What follows belongs to an exercise in optimizing a design on an open flow for small area; a production flow would make more cautious choices. Power and IR drop assume default switching activity.

run A:
## firEngine
module firEngine (
    input  logic           iClk,
    input  logic           iRst,
    input  logic           iData0Changed,    
    input  firPkg::sampleT iData0,
    input  logic           iData1Changed,
    input  firPkg::sampleT iData1,
    input  logic           iCoefWrEn,
    input  logic [3:0]     iCoefWrAddr,
    input  firPkg::sampleT iCoefWrData,
    output logic           oData0Changed,    
    output firPkg::sampleT oData0,
    output logic           oData1Changed,
    output firPkg::sampleT oData1
);
    firChannel #(.N(6), .Base(0), .InitCoef(firPkg::InitCoef0)) uCh0 (
        .iClk, .iRst, .iChanged(iData0Changed), .iData(iData0),
        .iCoefWrEn, .iCoefWrAddr, .iCoefWrData,
        .oChanged(oData0Changed), .oData(oData0)
    );
    firChannel #(.N(5), .Base(8), .InitCoef(firPkg::InitCoef1)) uCh1 (
        .iClk, .iRst, .iChanged(iData1Changed), .iData(iData1),
        .iCoefWrEn, .iCoefWrAddr, .iCoefWrData,
        .oChanged(oData1Changed), .oData(oData1)
    );
endmodule
Size in the first run: ~480 flip-flops, about 100 I/O pins, about 20,000 µm² of cells after synthesis.
export LEC_CHECK = 0
export ABC_AREA = 1
export CAP_MARGIN = 20
export CORE_MARGIN = 2
export CORE_UTILIZATION = 40
export SLEW_MARGIN = 20
create_clock -name core_clock -period 8.0 [get_ports {iClk}]
standard.sh (not shown) runs the stock make flow with config.mk's settings and CLKGATE_MAP_FILE= SYNTH_SCRIPT=/design/flow/synth_recipe.tcl, a recipe that flattens the netlist after the stock synthesis.
==> flow/flow/run.sh <==
#!/bin/bash
# Standard ORFS layout with three changes: ports are buffered with the smallest
# buffer, clock tree synthesis adds no dummy loads, and it uses smaller clock
# buffers. Each tool's full log is under orfs/logs/; make's output is in
# standard.log.
set -euo pipefail
export BUFFER_PORTS_ARGS="-buffer_cell sky130_fd_sc_hd__buf_1"
export CTS_ARGS="-sink_clustering_enable -repair_clock_nets -dont_use_dummy_load -buf_list {sky130_fd_sc_hd__clkbuf_4 sky130_fd_sc_hd__clkbuf_8}"
bash standard.sh > standard.log 2>&1
Run A reached the end of the flow, and the finished layout is clean on the timing, design-rule and antenna checks.
Changes in run B relative to run A:
- swapping 40 for 65 in CORE_UTILIZATION
==> flow/flow/run.sh <==
#!/bin/bash
# Standard ORFS layout with these changes: ports are buffered with the smallest
# buffer, and clock tree synthesis adds no dummy loads and clusters up to 18
# flip-flops on each leaf buffer. Each tool's full log is under orfs/logs/;
# make's output is in standard.log.
set -euo pipefail
export BUFFER_PORTS_ARGS="-buffer_cell sky130_fd_sc_hd__buf_1"
export CTS_ARGS="-sink_clustering_enable -repair_clock_nets -dont_use_dummy_load -buf_list {sky130_fd_sc_hd__clkbuf_4 sky130_fd_sc_hd__clkbuf_8} -sink_clustering_size 18 -sink_clustering_max_diameter 70"
bash standard.sh > standard.log 2>&1
### Flow results
Destination of the critical timing path = uCh0.uMac.acc[21]: run B; destination of the critical timing path = uCh1.uMac.acc[21]: run A. Looking at critical path launch point, the uCh0.ph[1] result is from run B; the uCh1.ph[0] one comes from run A. Run B against run A: combinational share of power up 2.3 points, wire length per cell up 3.9%, antenna cell count up 1.
### run B -> run C
==> flow/flow/run.sh <==
#!/bin/bash
# Standard ORFS layout with three changes: ports are buffered with the smallest
# buffer, clock tree synthesis adds no dummy loads, and it uses smaller clock
# buffers. Each tool's full log is under orfs/logs/; make's output is in
# standard.log.
set -euo pipefail
export BUFFER_PORTS_ARGS="-buffer_cell sky130_fd_sc_hd__buf_1"
export CTS_ARGS="-sink_clustering_enable -repair_clock_nets -dont_use_dummy_load -buf_list {sky130_fd_sc_hd__clkbuf_4 sky130_fd_sc_hd__clkbuf_8}"
bash standard.sh > standard.log 2>&1
Notes after the runs:
Run C closes out successfully: all stages finished, all timing, DRC and antenna checks passed.
Run B: no failed stages, no open violations at the end
Post-route standard cell area excluding fillers grows by a few percent when moving from run B to run C.
Cmp run B and run C / cell count / higher: run C
Comparing run B with run C, the final total negative setup slack came out essentially unchanged.
On run C: via count of the first global-routing pass is 361 higher than what run B gave.
No run of this note included a check of the RTL's function; only the layout flow was run.

afterwards: timing with drivers on the ports:
In the flow no input, the clock included, has a driving cell. The finished layouts below were timed again as built, in two steps.
Step 1 assumes that a clkbuf_16 drives the clock port and a buf_2 every other input.
Step 2 also shifts input and output timing later by t, the mid clock arrival at the registers, as if the neighbouring blocks saw the same clock.
Three values: no drivers, after step 1, after step 2; two values: the first two.
| run | t, ns | setup slack, ns | latest minus earliest clock arrival (ns) | worst register clock-pin slew, ns | worst data-port slew with drivers (ns) |
|---|---|---|---|---|---|
| run A | 0.659 | 1.121 / 1.121 / 1.121 | 0.051 / 0.051 | 0.06 / 0.06 | 0.09 |
| run B | 0.591 | 0.987 / 0.987 / 0.987 | 0.046 / 0.047 | 0.11 / 0.11 | 0.07 |
| run C | 0.615 | 1.022 / 1.022 / 1.022 | 0.074 / 0.074 | 0.06 / 0.06 | 0.07 |
After both steps setup and hold are still met in every run listed.
